From an optimization exercise on the open Yosys and OpenROAD flow, aimed at a short achievable clock period and few clock cycles; shortcuts taken in it are not production practice. Function was checked by simulation only, so behaviour that the tests miss may differ from the original. Power figures rest on the tool's default switching activity, not on a simulated workload.

==> run a <==
Design processor, start of the top module:
module processor #(
    parameter logic [isa_pkg::xlen-1:0] reset_pc = '0
) (
    input  logic            clock,
    input  logic            rst,
    output logic [isa_pkg::xlen-1:0] address_imem,
    input  logic [isa_pkg::xlen-1:0] q_imem,
    output logic [isa_pkg::xlen-1:0] address_dmem,
    output logic [isa_pkg::xlen-1:0] data,
    output logic            wren,
    input  logic [isa_pkg::xlen-1:0] q_dmem,
    output logic            ctrl_writeEnable,
    output logic [4:0]      ctrl_writeReg,
    output logic [4:0]      ctrl_readRegA,
    output logic [4:0]      ctrl_readRegB,
    output logic [isa_pkg::xlen-1:0] data_writeReg,
    input  logic [isa_pkg::xlen-1:0] data_readRegA,
    input  logic [isa_pkg::xlen-1:0] data_readRegB
);
clock: 6.0 ns
lec_check: 0
cap_margin: 20
core_margin: 2
core_utilization: 40
setup_slack_margin: 3.6
slew_margin: 20
synth_hierarchical: 1
standard.sh (not shown) runs the stock make flow with config.mk's settings and CLKGATE_MAP_FILE= SYNTH_SCRIPT=/design/flow/synth_recipe.tcl, a recipe that flattens the netlist after the stock synthesis.
==> flow/flow/run.sh <==
#!/bin/bash
# The standard layout (standard.sh, synthesis included, unchanged) with
# two layout settings changed:
#  - ports are buffered with buf_4 cells; ORFS's default pick is a delay
#    cell, which the footprint-matching resizer can only swap for other
#    delay cells;
#  - the resizer may swap a gate for any cell of the same function, not
#    only one of the same footprint.
# make's full output goes to standard.log; ORFS keeps each step's own log
# under orfs/logs/.
set -euo pipefail
export BUFFER_PORTS_ARGS="-buffer_cell sky130_fd_sc_hd__buf_4"
bash standard.sh MATCH_CELL_FOOTPRINT=0 finish > standard.log 2>&1
==> run b (differences from run a) <==
--- a/flow/design.v
+++ b/flow/design.v
@@ -226,43 +226,39 @@
     assign f_op    = q_imem[31:27];
     assign f_is_j  = (f_op == isa_pkg::op_j);
     assign f_is_br = (f_op == isa_pkg::op_bne) || (f_op == isa_pkg::op_blt);
     assign f_is_sw = (f_op == isa_pkg::op_sw);
     assign f_use_a = (f_op == isa_pkg::op_rtype) || (f_op == isa_pkg::op_addi) ||
                      (f_op == isa_pkg::op_lw) || f_is_sw || f_is_br;
     assign f_use_b = (f_op == isa_pkg::op_rtype) || f_is_sw || f_is_br;
-    logic [6:0]  f_lo;
-    logic [25:0] pc_hi_inc, pc_hi_dec;
-    assign f_lo      = {1'b0, pc[5:0]} + {1'b0, q_imem[5:0]} + 7'd1;
-    assign pc_hi_inc = pc[31:6] + 26'd1;
-    assign pc_hi_dec = pc[31:6] - 26'd1;
+    logic [10:0] f_lo;
+    logic [21:0] pc_hi_inc, pc_hi_dec;
+    assign f_lo      = {1'b0, pc[9:0]} + {1'b0, q_imem[9:0]} + 11'd1;
+    assign pc_hi_inc = pc[31:10] + 22'd1;
+    assign pc_hi_dec = pc[31:10] - 22'd1;
     always_comb begin
-        if (q_imem[16]) f_btarget[31:6] = f_lo[6] ? pc[31:6] : pc_hi_dec;
-        else            f_btarget[31:6] = f_lo[6] ? pc_hi_inc : pc[31:6];
-        f_btarget[5:0] = f_lo[5:0];
+        if (q_imem[16]) f_btarget[31:10] = f_lo[10] ? pc[31:10] : pc_hi_dec;
+        else            f_btarget[31:10] = f_lo[10] ? pc_hi_inc : pc[31:10];
+        f_btarget[9:0] = f_lo[9:0];
     end
     assign f_jtarget = {{5{q_imem[26]}}, q_imem[26:0]};
     logic f_bht, f_bht_next, f_bht_redirect;
     assign f_pred_t = f_is_br && (q_imem[16] || f_bht);
     always_comb begin
         if (f_is_j)        f_next = f_jtarget;
         else if (f_pred_t) f_next = f_btarget;
         else               f_next = pc_inc;
     end
     assign f_ra = f_is_br ? q_imem[26:22] : q_imem[21:17];
     assign f_rb = f_is_br ? q_imem[21:17] : (f_is_sw ? q_imem[26:22] : q_imem[16:12]);
-    logic [63:0] bht_dbl;
-    logic [31:0] bht_rot;
-    assign bht_dbl = {1'b0, bht, bht[31:1]};    
-    assign bht_rot = bht_dbl[pc[4:0] +: 32];
     always_comb begin
         if (redirect)                f_bht_next = f_bht_redirect;
         else if (stall)              f_bht_next = bht[pc[4:0]];
         else if (f_is_j)             f_bht_next = bht[q_imem[4:0]];
-        else if (f_pred_t)           f_bht_next = bht_rot[q_imem[4:0]];
+        else if (f_pred_t)           f_bht_next = bht[f_lo[4:0]];
         else                         f_bht_next = bht[pc_inc[4:0]];
     end
     always_ff @(posedge clock) begin
         if (rst) begin
             f_bht <= 1'b0;
         end else begin
             f_bht <= f_bht_next;
==> flow/run.sh (new file) <==
#!/bin/bash
# synth_recipe.tcl (not shown) runs the flow's synth.tcl, then flattens the netlist and writes it again
# the make line also repeats each setting of config.mk as NAME=value (left out here)
make -C /OpenROAD-flow-scripts/flow DESIGN_CONFIG=/design/flow/config.mk WORK_HOME=/design/flow/orfs CLKGATE_MAP_FILE= SYNTH_SCRIPT=/design/flow/synth_recipe.tcl finish
removed: flow/flow/run.sh
removed: flow/standard.sh
==> qor summary <==
| metric | run b | run a |
|---|---|---|
| Worst flop-to-flop path endpoint | f_bht | pc[29] |
| Clock buffer count from CTS | 97 | 96 |
| Run status | complete, no violations | complete, no violations |
| Netlist Area Pre-Place | 44,530 um^2 | 47,750 um^2 |
| Slew at the pin with the worst max-slew slack | 1.126 ns | 0.9510 ns |
| Clock network share of area | 0.05514 | 0.05410 |
| Clock buffer cells | 136 | 133 |
| Fraction of power consumed by combinational cells | 0.193 | 0.192 |
| Adder and majority cell fraction of the synthesized area | 0.04785 | 0.04436 |
| Leak pwr | 25.03 nW | 26.00 nW |
| Initial Util | 0.4030 | 0.4038 |
| Worst path required time | 6.61 ns | 6.59 ns |
| Top sig layer | met5 | met4 |
| Complex-gate fraction of the synthesized area | 0.1377 | 0.1302 |
Testbench counts of run a, summed over its fixed seeds: cycles 15,839.
Testbench counts of run b, summed over its fixed seeds: cycles 15,839.


==> inputs of 07-19 <==
processor, a different RTL version from the one above (not shown whole).
export LEC_CHECK = 0
export CAP_MARGIN = 20
export CORE_MARGIN = 2
export CORE_UTILIZATION = 40
export SETUP_SLACK_MARGIN = 3.6
export SLEW_MARGIN = 20
create_clock -name core_clock -period 6.0 [get_ports {clock}]
run.sh (not shown) runs the stock make flow with config.mk's settings and CLKGATE_MAP_FILE= SYNTH_SCRIPT=/design/flow/synth_recipe.tcl, a recipe that flattens the netlist after the stock synthesis.
Stock flow here: none of the scripts above is used.
==> 07-25 (differences from 07-19) <==
--- a/flow/design.v
+++ b/flow/design.v
@@ -51,55 +51,96 @@
                     p[l][i] = p[l-1][i];
                 end
             end
         end
     end
     assign s    = x ^ {g[L][W-2:0], cin};
     assign cout = g[L][W-1];
 endmodule
+module add32 (
+    input  logic [31:0] a,
+    input  logic [31:0] b,
+    output logic [31:0] s
+);
+    assign s = a + b;
+endmodule
+module add32c (
+    input  logic [31:0] a,
+    input  logic [31:0] b,
+    output logic [31:0] s
+);
+    logic [32:0] t;
+    assign t = {a, 1'b1} + {b, 1'b1};
+    assign s = t[32:1];
+endmodule
+module sub32 (
+    input  logic [31:0] a,
+    input  logic [31:0] b,
+    output logic [31:0] d
+);
+    assign d = a - b;
+endmodule
+module slt32 (
+    input  logic [31:0] a,
+    input  logic [31:0] b,
+    output logic        lt
+);
+    assign lt = ($signed(a) < $signed(b));
+endmodule
+module shift32 (
+    input  logic [31:0] a,
+    input  logic [4:0]  shamt,
+    input  logic        sel_sll,
+    input  logic        sel_sra,
+    output logic [31:0] y
+);
+    assign y = ({32{sel_sll}} & (a << shamt))
+             | ({32{sel_sra}} & 32'($signed(a) >>> shamt));
+endmodule
 module alu (
     input  logic [31:0] a,
     input  logic [31:0] b,
     input  logic [4:0]  shamt,
     input  logic        sel_add,
     input  logic        sel_sub,
     input  logic        sel_and,
     input  logic        sel_or,
     input  logic        sel_sll,
     input  logic        sel_sra,
+    input  logic [2:0]  fwd,          
     output logic [31:0] result,
+    output logic [95:0] result_fwd,       
     output logic        ovf_add,
     output logic        ovf_sub,
     output logic        not_equal,
     output logic        less_than
 );
     logic [31:0] sum;
     logic [31:0] diff;
-    logic        c_add, c_sub, c_lt;
-    logic [31:0] unused_lt;
-    ks_add #(.W(32)) i_add (.a(a), .b(b),  .cin(1'b0), .s(sum),  .cout(c_add));
-    ks_add #(.W(32)) i_sub (.a(a), .b(~b), .cin(1'b1), .s(diff), .cout(c_sub));
+    logic [31:0] shifted;
+    logic [31:0] other;
+    add32   i_add   (.a(a), .b(b), .s(sum));
+    sub32   i_sub   (.a(a), .b(b), .d(diff));
+    slt32   i_lt    (.a(a), .b(b), .lt(less_than));
+    shift32 i_shift (.a(a), .shamt(shamt), .sel_sll(sel_sll), .sel_sra(sel_sra), .y(shifted));
     assign ovf_add = (a[31] == b[31]) && (sum[31] != a[31]);
     assign ovf_sub = (a[31] != b[31]) && (diff[31] != a[31]);
-    assign result = ({32{sel_add}} & sum)
-                  | ({32{sel_sub}} & diff)
-                  | ({32{sel_and}} & (a & b))
-                  | ({32{sel_or}}  & (a | b))
-                  | ({32{sel_sll}} & (a << shamt))
-                  | ({32{sel_sra}} & 32'($signed(a) >>> shamt));
-    ks_add #(.W(32)) i_lt (
-        .a    ({~a[31], a[30:0]}),
-        .b    (~{~b[31], b[30:0]}),
-        .cin  (1'b1),
-        .s    (unused_lt),
-        .cout (c_lt)
-    );
+    assign other = ({32{sel_and}} & (a & b))
+                 | ({32{sel_or}}  & (a | b))
+                 | shifted;
+    assign result = ({32{sel_add}} & sum) | ({32{sel_sub}} & diff) | other;
+    always_comb begin
+        for (int k = 0; k < 3; k++) begin
+            result_fwd[32*k +: 32] = ({32{sel_add && fwd[k]}} & sum)
+                          | ({32{sel_sub && fwd[k]}} & diff)
+                          | ({32{fwd[k]}} & other);
+        end
+    end
     assign not_equal = (a != b);
-    assign less_than = !c_lt;
 endmodule
 `timescale 1ns/1ps
 `timescale 1ns/1ps
 `timescale 1ns/1ps
 module processor #(
     parameter logic [isa_pkg::xlen-1:0] reset_pc = '0
 ) (
     input  logic            clock,
@@ -120,49 +161,66 @@
 );
     logic        stall;           
     logic        kill_x;          
     logic        kill_d;          
     logic        redirect;        
     logic [31:0] redirect_target;
     logic [31:0] pc;
     logic [31:0] pc_inc;
-    logic        pc_inc_c;
     logic [31:0] bht;             
     logic [4:0]  f_op;
     logic        f_is_j, f_is_br, f_is_sw, f_pred_t;
     logic        f_use_a, f_use_b;
     logic [31:0] f_jtarget, f_btarget, f_next;
-    logic        f_btarget_c;
     logic [4:0]  f_ra, f_rb;
     assign address_imem = pc;
-    ks_add #(.W(32)) i_pc_inc (.a(pc), .b(32'd0), .cin(1'b1), .s(pc_inc), .cout(pc_inc_c));
+    assign pc_inc = pc + 32'd1;
     assign f_op    = q_imem[31:27];
     assign f_is_j  = (f_op == isa_pkg::op_j);
     assign f_is_br = (f_op == isa_pkg::op_bne) || (f_op == isa_pkg::op_blt);
     assign f_is_sw = (f_op == isa_pkg::op_sw);
     assign f_use_a = (f_op == isa_pkg::op_rtype) || (f_op == isa_pkg::op_addi) ||
                      (f_op == isa_pkg::op_lw) || f_is_sw || f_is_br;
     assign f_use_b = (f_op == isa_pkg::op_rtype) || f_is_sw || f_is_br;
-    ks_add #(.W(32)) i_f_target (
-        .a    (pc),
-        .b    ({{15{q_imem[16]}}, q_imem[16:0]}),
-        .cin  (1'b1),
-        .s    (f_btarget),
-        .cout (f_btarget_c)
-    );
+    logic [10:0] f_lo;
+    logic [21:0] pc_hi_inc, pc_hi_dec;
+    assign f_lo      = {1'b0, pc[9:0]} + {1'b0, q_imem[9:0]} + 11'd1;
+    assign pc_hi_inc = pc[31:10] + 22'd1;
+    assign pc_hi_dec = pc[31:10] - 22'd1;
+    always_comb begin
+        if (q_imem[16]) f_btarget[31:10] = f_lo[10] ? pc[31:10] : pc_hi_dec;
+        else            f_btarget[31:10] = f_lo[10] ? pc_hi_inc : pc[31:10];
+        f_btarget[9:0] = f_lo[9:0];
+    end
     assign f_jtarget = {{5{q_imem[26]}}, q_imem[26:0]};
-    assign f_pred_t  = f_is_br && (q_imem[16] || bht[pc[4:0]]);
+    logic f_bht, f_bht_next;
+    assign f_pred_t  = f_is_br && (q_imem[16] || f_bht);
     always_comb begin
         if (f_is_j)        f_next = f_jtarget;
         else if (f_pred_t) f_next = f_btarget;
         else               f_next = pc_inc;
     end
     assign f_ra = f_is_br ? q_imem[26:22] : q_imem[21:17];
     assign f_rb = f_is_br ? q_imem[21:17] : (f_is_sw ? q_imem[26:22] : q_imem[16:12]);
+    always_comb begin
+        if (redirect)                   f_bht_next = replay ? bht[x_pc[4:0]] :
+                                                     (m_taken ? bht[m_target[4:0]] : bht[m_pcp1[4:0]]);
+        else if (stall)                 f_bht_next = bht[pc[4:0]];
+        else if (f_is_j)                f_bht_next = bht[q_imem[4:0]];
+        else if (f_pred_t)              f_bht_next = bht[f_lo[4:0]];
+        else                            f_bht_next = bht[pc_inc[4:0]];
+    end
+    always_ff @(posedge clock) begin
+        if (rst) begin
+            f_bht <= 1'b0;
+        end else begin
+            f_bht <= f_bht_next;
+        end
+    end
     always_ff @(posedge clock) begin
         if (rst) begin
             pc <= reset_pc;
         end else if (redirect) begin
             pc <= redirect_target;
         end else if (!stall) begin
             pc <= f_next;
         end
@@ -190,17 +248,16 @@
     end
     assign ctrl_readRegA = d_ra;
     assign ctrl_readRegB = d_rb;
     logic [4:0]  d_op, d_rd, d_fn;
     logic        d_is_r, d_is_addi, d_is_lw, d_is_sw, d_is_bne, d_is_blt, d_is_j;
     logic        d_wr_rd, d_use_imm;
     logic [1:0]  d_code;
     logic [31:0] d_imm, d_target, d_btarget;
-    logic        d_btarget_c;
     assign d_op      = d_instr[31:27];
     assign d_rd      = d_instr[26:22];
     assign d_fn      = d_instr[6:2];
     assign d_is_r    = (d_op == isa_pkg::op_rtype);
     assign d_is_addi = (d_op == isa_pkg::op_addi);
     assign d_is_lw   = (d_op == isa_pkg::op_lw);
     assign d_is_sw   = (d_op == isa_pkg::op_sw);
     assign d_is_bne  = (d_op == isa_pkg::op_bne);
@@ -210,33 +267,32 @@
     assign d_use_imm = d_is_addi || d_is_lw || d_is_sw;
     assign d_imm     = {{15{d_instr[16]}}, d_instr[16:0]};
     always_comb begin
         if (d_is_addi)                               d_code = isa_pkg::code_addi;
         else if (d_is_r && d_fn == isa_pkg::fn_add)  d_code = isa_pkg::code_add;
         else if (d_is_r && d_fn == isa_pkg::fn_sub)  d_code = isa_pkg::code_sub;
         else                                         d_code = 2'd0;
     end
-    ks_add #(.W(32)) i_d_target (.a(d_pc), .b(d_imm), .cin(1'b1), .s(d_btarget), .cout(d_btarget_c));
+    add32c i_d_target (.a(d_pc), .b(d_imm), .s(d_btarget));
     assign d_target = d_is_j ? {{5{d_instr[26]}}, d_instr[26:0]} : d_btarget;
     logic        m_wr_final;
     logic [4:0]  m_dest_final;
     logic [31:0] m_value;
     logic        d_hit_ma, d_hit_mb;
     logic [31:0] d_rega, d_regb;
     assign d_hit_ma = m_wr_final && (m_dest_final == d_ra);
     assign d_hit_mb = m_wr_final && (m_dest_final == d_rb);
     assign d_rega   = d_hit_ma ? m_value : data_readRegA;
     assign d_regb   = d_hit_mb ? m_value : data_readRegB;
     logic        x_wr_rd, x_is_lw, x_is_sw, x_is_bne, x_is_blt, x_is_j, x_dep;
     logic [1:0]  x_code;
     logic [4:0]  x_rd, x_shamt;
     logic        x_sel_add, x_sel_sub, x_sel_and, x_sel_or, x_sel_sll, x_sel_sra;
     logic [31:0] x_opa, x_opb, x_sd;
-    logic        x_ba, x_bb, x_bs;
     logic [31:0] x_target, x_pc, x_pcp1;
     logic        d_match_a, d_match_b, d_dep;
     logic        x_bubble;
     assign d_match_a = x_wr_rd && !kill_x && (x_rd == d_ra);
     assign d_match_b = x_wr_rd && !kill_x && (x_rd == d_rb);
     assign d_dep = (x_code != 2'd0) && !kill_x &&
                    ((d_use_a && (d_ra == x_rd || d_ra == isa_pkg::status_reg)) ||
                     (d_use_b && (d_rb == x_rd || d_rb == isa_pkg::status_reg)));
@@ -266,53 +322,60 @@
         x_rd      <= d_rd;
         x_shamt   <= d_instr[11:7];
         x_sel_add <= d_use_imm || (d_is_r && d_fn == isa_pkg::fn_add);
         x_sel_sub <= d_is_r && d_fn == isa_pkg::fn_sub;
         x_sel_and <= d_is_r && d_fn == isa_pkg::fn_and;
         x_sel_or  <= d_is_r && d_fn == isa_pkg::fn_or;
         x_sel_sll <= d_is_r && d_fn == isa_pkg::fn_sll;
         x_sel_sra <= d_is_r && d_fn == isa_pkg::fn_sra;
-        x_opa     <= d_rega;
-        x_opb     <= d_use_imm ? d_imm : d_regb;
-        x_sd      <= d_regb;
-        x_ba      <= d_match_a;
-        x_bb      <= d_match_b && !d_use_imm;
-        x_bs      <= d_match_b;
+        x_opa     <= d_match_a ? 32'd0 : d_rega;
+        x_opb     <= d_use_imm ? d_imm : (d_match_b ? 32'd0 : d_regb);
+        x_sd      <= d_match_b ? 32'd0 : d_regb;
         x_target  <= d_target;
         x_pc      <= d_pc;
         x_pcp1    <= d_pcp1;
     end
     logic [31:0] m_result;
+    logic [31:0] m_fwd_a, m_fwd_b, m_fwd_s;
     logic [31:0] xa, xb, xs;
-    assign xa = x_ba ? m_result : x_opa;
-    assign xb = x_bb ? m_result : x_opb;
-    assign xs = x_bs ? m_result : x_sd;
+    assign xa = x_opa | m_fwd_a;
+    assign xb = x_opb | m_fwd_b;
+    assign xs = x_sd  | m_fwd_s;
     logic [31:0] x_result;
+    logic [95:0] x_result_fwd;
     logic        x_ovf_add, x_ovf_sub, x_ne, x_lt;
     logic        x_exc, x_taken;
     alu i_alu (
         .a         (xa),
         .b         (xb),
         .shamt     (x_shamt),
         .sel_add   (x_sel_add),
         .sel_sub   (x_sel_sub),
         .sel_and   (x_sel_and),
         .sel_or    (x_sel_or),
         .sel_sll   (x_sel_sll),
         .sel_sra   (x_sel_sra),
+        .fwd       ({d_match_b, d_match_b && !d_use_imm, d_match_a}),
         .result    (x_result),
+        .result_fwd(x_result_fwd),
         .ovf_add   (x_ovf_add),
         .ovf_sub   (x_ovf_sub),
         .not_equal (x_ne),
         .less_than (x_lt)
     );
     assign x_exc   = ((x_code == isa_pkg::code_sub) && x_ovf_sub) ||
                      ((x_code == isa_pkg::code_add || x_code == isa_pkg::code_addi) && x_ovf_add);
     assign x_taken = x_is_j || (x_is_bne && x_ne) || (x_is_blt && x_lt);
+    logic x_cxt, x_cxn, x_cdt, x_cdn;
+    assign x_cxt = (x_target == d_pc);
+    assign x_cxn = (x_pcp1 == d_pc);
+    assign x_cdt = (x_target == pc);
+    assign x_cdn = (x_pcp1 == pc);
+    logic        m_cxt, m_cxn, m_cdt, m_cdn;
     logic        m_wr_rd, m_exc, m_is_lw, m_is_sw, m_is_br, m_cti, m_taken;
     logic [1:0]  m_code;
     logic [4:0]  m_rd, m_bidx;
     logic [31:0] m_sd, m_target, m_pcp1;
     always_ff @(posedge clock) begin
         if (rst || kill_x) begin
             m_wr_rd <= 1'b0;
             m_exc   <= 1'b0;
@@ -324,28 +387,38 @@
             m_wr_rd <= x_wr_rd;
             m_exc   <= x_exc;
             m_is_lw <= x_is_lw;
             m_is_sw <= x_is_sw;
             m_is_br <= x_is_bne || x_is_blt;
             m_cti   <= x_is_bne || x_is_blt || x_is_j;
         end
         m_taken  <= x_taken;
+        m_cxt    <= x_cxt;
+        m_cxn    <= x_cxn;
+        m_cdt    <= x_cdt;
+        m_cdn    <= x_cdn;
         m_code   <= x_code;
         m_rd     <= x_rd;
         m_result <= x_result;
+        m_fwd_a  <= x_result_fwd[31:0];
+        m_fwd_b  <= x_result_fwd[63:32];
+        m_fwd_s  <= x_result_fwd[95:64];
         m_sd     <= xs;
         m_target <= x_target;
         m_pcp1   <= x_pcp1;
         m_bidx   <= x_pc[4:0];
     end
     logic c_x, c_d, c_f, replay;
-    assign c_x = m_taken ? (m_target == x_pc) : (m_pcp1 == x_pc);
-    assign c_d = m_taken ? (m_target == d_pc) : (m_pcp1 == d_pc);
-    assign c_f = m_taken ? (m_target == pc)   : (m_pcp1 == pc);
+    assign c_x = m_taken ? m_cxt : m_cxn;
+    assign c_d = m_taken ? m_cdt : m_cdn;
+    logic c_ft, c_fn;
+    assign c_ft = (m_target == pc);
+    assign c_fn = (m_pcp1 == pc);
+    assign c_f  = m_taken ? c_ft : c_fn;
     assign replay   = m_exc && x_dep;
     assign kill_x   = (m_cti && !c_x) || replay;
     assign kill_d   = (m_cti && !c_x && !c_d) || replay;
     assign redirect = (m_cti && !c_x && !c_d && !c_f) || replay;
     always_comb begin
         if (replay)       redirect_target = x_pc;
         else if (m_taken) redirect_target = m_target;
         else              redirect_target = m_pcp1;
--- a/flow/config.mk
+++ b/flow/config.mk
@@ -5,8 +5,9 @@
 export SDC_FILE = /design/flow/constraint.sdc
 export NUM_CORES = 4
 export LEC_CHECK = 0
 export CAP_MARGIN = 20
 export CORE_MARGIN = 2
 export CORE_UTILIZATION = 40
 export SETUP_SLACK_MARGIN = 3.6
 export SLEW_MARGIN = 20
+export SYNTH_HIERARCHICAL = 1
==> summary of the runs <==
Between 07-19 and 07-25, the lower setup slack is in 07-19 (gap 0.084 ns).
Clock-buffer cell count: 07-19 is lower than 07-25 (11).
Clock skew: 07-19 is lower than 07-25 (0.0096 ns).
Between 07-19 and 07-25, the lower die area is in 07-19 (gap about 12%, measured against 07-25).
Testbench counts of 07-19, summed over its fixed seeds: cycles 14,861.
Testbench counts of 07-25, summed over its fixed seeds: cycles 14,861.

==> what the ideal ports hide <==
The flow's constraints put no driver on any port. The routed layouts listed below were extracted and timed again, unchanged, in two steps. Step 1 (the two cells are an assumption about what drives the block):
set clk [get_ports {clock}]
set_driving_cell -lib_cell sky130_fd_sc_hd__clkbuf_16 $clk
set_driving_cell -lib_cell sky130_fd_sc_hd__buf_2 [delete_from_list [all_inputs] $clk]
Step 2 moves the port delays by t, midway between the first and last clock arrival at a register: inputs arrive t later, outputs are due t later. That takes back most of the time a late clock gives input paths. Three values: ideal ports, drivers, drivers and shift; two values: the first two.
run	t, ns	slack for setup (ns)	clock arrival spread, ns
run a	0.764	3.044 / 3.017 / 2.253	0.056 / 0.057
run b	0.774	2.950 / 2.946 / 2.172	0.046 / 0.047
07-19	0.680	2.441 / 2.441 / 2.187	0.026 / 0.026
07-25	0.710	2.525 / 2.525 / 1.904	0.035 / 0.035
After both steps setup and hold are still met in every run listed. For run a, which loses most, drivers alone change the setup slack by -0.027 ns; drivers and shift together by -0.791 ns.
